What follows belongs to an exercise in optimizing a design on an open flow for small area, a short achievable clock period and few clock cycles; a production flow would make more cautious choices.
In this exercise RTL edits were held to simulation tests only and were not proved equivalent to the original.

## ember
## dec_round_key_gen
module dec_round_key_gen
#(
    parameter int NW_MAX = NW_MAX_DEF,
    parameter int KEY_W  = KEY_W_DEF
) (
    input  logic             i_Clk,
    input  logic             i_Rst,
    input  logic             i_Start,
    input  logic [KEY_W-1:0] i_Key,
    input  logic [1:0]       i_Key_Mode,
    input  logic             i_Round_Ready,
    output logic [127:0]     o_Round_Key,
    output logic             o_Round_Valid,
    output logic [3:0]       o_Round_Idx,
    output logic             o_Last,
    output logic             o_Busy
);
Settings: LEC_CHECK=0, CAP_MARGIN=20, CORE_MARGIN=2, CORE_UTILIZATION=40, SETUP_SLACK_MARGIN=2.0, SLEW_MARGIN=20; clock period 32.0 ns.
standard.sh (not shown) runs the stock make flow with config.mk's settings and CLKGATE_MAP_FILE= SYNTH_SCRIPT=/design/flow/synth_recipe.tcl, a recipe that flattens the netlist after the stock synthesis.
==> flow/flow/run.sh <==
#!/bin/bash
# Layout flow: the standard ORFS flow (standard.sh) with two changes.
#  1. Synthesis maps the logic with an area-oriented ABC script (flow/area.abc) in place of
#     ORFS's speed script. Registers are mapped before ABC runs, so they are exactly the
#     standard synthesis's registers, with the same names and cells.
#  2. ORFS's timing repair aims for the setup slack in flow/margin.txt (ns) at the design's
#     clock period, instead of the small default margin.
# Every tool's output goes to ORFS's per-step logs under orfs/logs, and make's to flow.log.
set -uo pipefail
W=$PWD
MARGIN=$(cat flow/margin.txt)
{
  echo "proc abc {args} { set i [lsearch \$args -script]; if {\$i >= 0} { set args [lreplace \$args \$i [expr {\$i+1}] -script $W/flow/area.abc] }; yosys abc {*}\$args }"
  cat synth_recipe.tcl
} > my_synth.tcl
sed -e "s#SYNTH_SCRIPT=[^ ]*#SYNTH_SCRIPT=$W/my_synth.tcl#" \
    -e "s#SETUP_SLACK_MARGIN=[^ ]*#SETUP_SLACK_MARGIN=$MARGIN#" standard.sh > my_standard.sh
bash my_standard.sh > flow.log 2>&1
==> flow/flow/area.abc <==
strash
&get -n
&dch -f
&nf -R 1000
&put
==> flow/flow/margin.txt <==
24
Testbench counts of ember, summed over its fixed seeds: cycles 5,064.
Modified inputs, harbor compared to ember
-- flow/flow/run.sh --
<<< ember, line 2
# Layout flow: the standard ORFS flow (standard.sh) with two changes.
>>> harbor, line 2
# Layout flow: the standard ORFS flow (standard.sh) with these changes, set in flow/params.sh:
<<< ember, line 6
#  2. ORFS's timing repair aims for the setup slack in flow/margin.txt (ns) at the design's
#     clock period, instead of the small default margin.
>>> harbor, line 6
#  2. ORFS's timing repair aims for MARGIN ns of setup slack at the design's clock period,
#     instead of the small default margin.
#  3. Ports are buffered with BUF_CELL (every input and output still gets its own buffer).
<<< ember, line 11
MARGIN=$(cat flow/margin.txt)
>>> harbor, line 12
source flow/params.sh
<<< ember, line 18
>>> harbor, line 19
export BUFFER_PORTS_ARGS="-buffer_cell $BUF_CELL"
==> flow/flow/params.sh (new file) <==
MARGIN=25
BUF_CELL=sky130_fd_sc_hd__buf_1
removed: flow/flow/margin.txt
## What came out
- [harbor vs ember] placer congestion estimate: higher in harbor
- Of the two values seen for cell type of the slowest stage on the worst timing path, sky130_fd_sc_hd__clkdlybuf4s50_1 was produced by ember and sky130_fd_sc_hd__dfrtp_4 by harbor.
- [compare] base=ember new=harbor: register fraction of the total cell area shows a reduction of 0.88 points, global-route wire length before repair shows an increase of about 0.3%.
- Compared harbor vs ember, and ratio of final minimum period to clock period is down in harbor.
- Changes observed in harbor relative to ember: count of clock-net buffers in the final layout shrank by about 5.5%; first-pass iteration count of the detailed router shrank by 2; worst path setup slack after routing grew by 300 ps.
### harbor -> fjord
==> flow/flow/params.sh <==
MARGIN=24.5
BUF_CELL=sky130_fd_sc_hd__buf_1
Results
fjord: flow completed, timing, DRC and antenna clean. Diff harbor..fjord | number of detailed-route iterations in the first pass | unchanged. The topmost layer with routed signal wires comes out met4 in one run and met5 in the other, namely in harbor and fjord respectively. Diff harbor..fjord | total die area | unchanged. The lower time the final worst path needs with I/O delays and setup of fjord and harbor is in harbor.


alpha:
dec_round_key_gen, a different RTL version from the one above (not shown whole).
Size in the first run: roughly 2,800 cells after synthesis, about 290 flip-flops, about 400 I/O pins, ~25,000 um2 of cells after synthesis.
Settings: LEC_CHECK=0, CAP_MARGIN=20, CORE_MARGIN=2, CORE_UTILIZATION=50, SETUP_SLACK_MARGIN=2.0, SLEW_MARGIN=20; clock period 32.0 ns.
==> flow/flow/run.sh <==
#!/bin/bash
# Layout flow: the standard ORFS flow (standard.sh) with these changes, set in flow/params.sh:
#  1. Synthesis maps the logic with an area-oriented ABC script (flow/area.abc) in place of
#     ORFS's speed script. Registers are mapped before ABC runs, so they are exactly the
#     standard synthesis's registers, with the same names and cells.
#  2. ORFS's timing repair aims for MARGIN ns of setup slack at the design's clock period,
#     instead of the small default margin.
#  3. Ports are buffered with BUF_CELL (every input and output still gets its own buffer).
# Every tool's output goes to ORFS's per-step logs under orfs/logs, and make's to flow.log.
set -uo pipefail
W=$PWD
source flow/params.sh
{
  echo "proc abc {args} { set i [lsearch \$args -script]; if {\$i >= 0} { set args [lreplace \$args \$i [expr {\$i+1}] -script $W/flow/area.abc] }; yosys abc {*}\$args }"
  cat synth_recipe.tcl
} > my_synth.tcl
sed -e "s#SYNTH_SCRIPT=[^ ]*#SYNTH_SCRIPT=$W/my_synth.tcl#" \
    -e "s#SETUP_SLACK_MARGIN=[^ ]*#SETUP_SLACK_MARGIN=$MARGIN#" standard.sh > my_standard.sh
export BUFFER_PORTS_ARGS="-buffer_cell $BUF_CELL"
bash my_standard.sh > flow.log 2>&1
==> flow/flow/params.sh <==
MARGIN=24.3
BUF_CELL=sky130_fd_sc_hd__buf_1
Scripts as last shown in full above: flow/flow/area.abc
Testbench counts of alpha, summed over its fixed seeds: cycles 5,064.
Input changes introduced in beta (baseline for comparison: alpha):
- swapping 50 for 40 in CORE_UTILIZATION
==> flow/flow/params.sh <==
MARGIN=24.5
BUF_CELL=sky130_fd_sc_hd__buf_1
- Looking at the reports, beta completed the entire flow and the layout it produced met the timing, DRC and antenna checks.
- Status: endpoint required time on the critical path parity (alpha, beta)
- alpha → beta: met3 track demand over resource in global routing -1.7 points; number of vias in the routed layout +624.
- Compared with alpha, beta shows final cell area excluding filler cells that has gone up by a few percent.
- The latest clock arrival within the worst-skew pair on beta is in line with that on alpha.
- Final cell utilization of the core, beta and alpha, higher one = alpha.
- The lower relative slew slack came out of beta.
- Going from alpha to beta, count of non-filler cells in the finished layout increased 344, non-clock buffer count increased about 40%, wire length increased 6300 um.
--- input diff beta..gamma ---
- CTS_CLUSTER_SIZE: unset -> 20
- CORE_UTILIZATION: 40 -> 50
- CTS_CLUSTER_DIAMETER: unset -> 100
==> flow/flow/params.sh <==
MARGIN=24.3
BUF_CELL=sky130_fd_sc_hd__buf_1
==> run notes <==
- Between gamma and beta, global-route usage is higher for gamma, beta comes in under that.
- The core utilization of gamma exceeds that of beta by 8.0 points.
- gamma against beta: largest net degree at the start of global routing now sits higher; final worst-path cycle share now sits at about the same level.
- A top routing layer in use of met5 is what gamma shows, while met4 belongs to beta.
- Re number of flip-flops and latches in the synthesized netlist: no difference whatsoever between gamma and beta.
- Min fraction of area in clock buffers and inverters across gamma and beta: gamma
- Remaining max-slew budget at the tightest pin, gamma and beta, lower one = gamma.
- Changes observed in gamma relative to beta: post-detailed-placement half-perimeter wirelength fell by 5.3%; worst-case hold slack saw an increase.
- Between gamma and beta, the clock buffer count from CTS is higher for beta.
- Compared with beta, gamma shows a number of vias in the routed layout that is 2.6% lower.

==> afterwards: timing with drivers on the ports <==
In the flow no input, the clock included, has a driving cell. The finished layouts below were timed again as built, in two steps.
Step 1 sets driving cells, clkbuf_16 on the clock port and buf_2 on the other inputs (assumed; they add their load-dependent delay and slew).
Step 2 moves the port delays by t, midway between the first and last clock arrival at a register: inputs arrive t later, outputs are due t later. That takes back most of the time a late clock gives input paths.
a / b / c = ideal ports / drivers / drivers and shift; a / b = the first two.
run | t, ns | slack for setup (ns) | worst setup path at the end | latest minus earliest clock arrival (ns) | worst slew at a driven data input, ns
ember | 0.622 | 24.030 / 23.964 / 23.540 | input to register | 0.018 / 0.018 | 0.05
harbor | 0.621 | 24.334 / 24.274 / 24.172 | input to register | 0.020 / 0.020 | 0.11
fjord | 0.609 | 24.323 / 24.264 / 23.974 | input to register | 0.015 / 0.015 | 0.12
alpha | 0.621 | 24.315 / 24.251 / 23.732 | input to register | 0.021 / 0.021 | 0.10
beta | 0.627 | 24.362 / 24.298 / 24.042 | input to register | 0.027 / 0.027 | 0.12
gamma | 0.614 | 24.315 / 24.249 / 23.838 | input to register | 0.021 / 0.022 | 0.11
After both steps setup and hold are still met in every run listed. For alpha, which loses most, drivers alone change the setup slack by -0.064 ns; drivers and shift together by -0.583 ns.
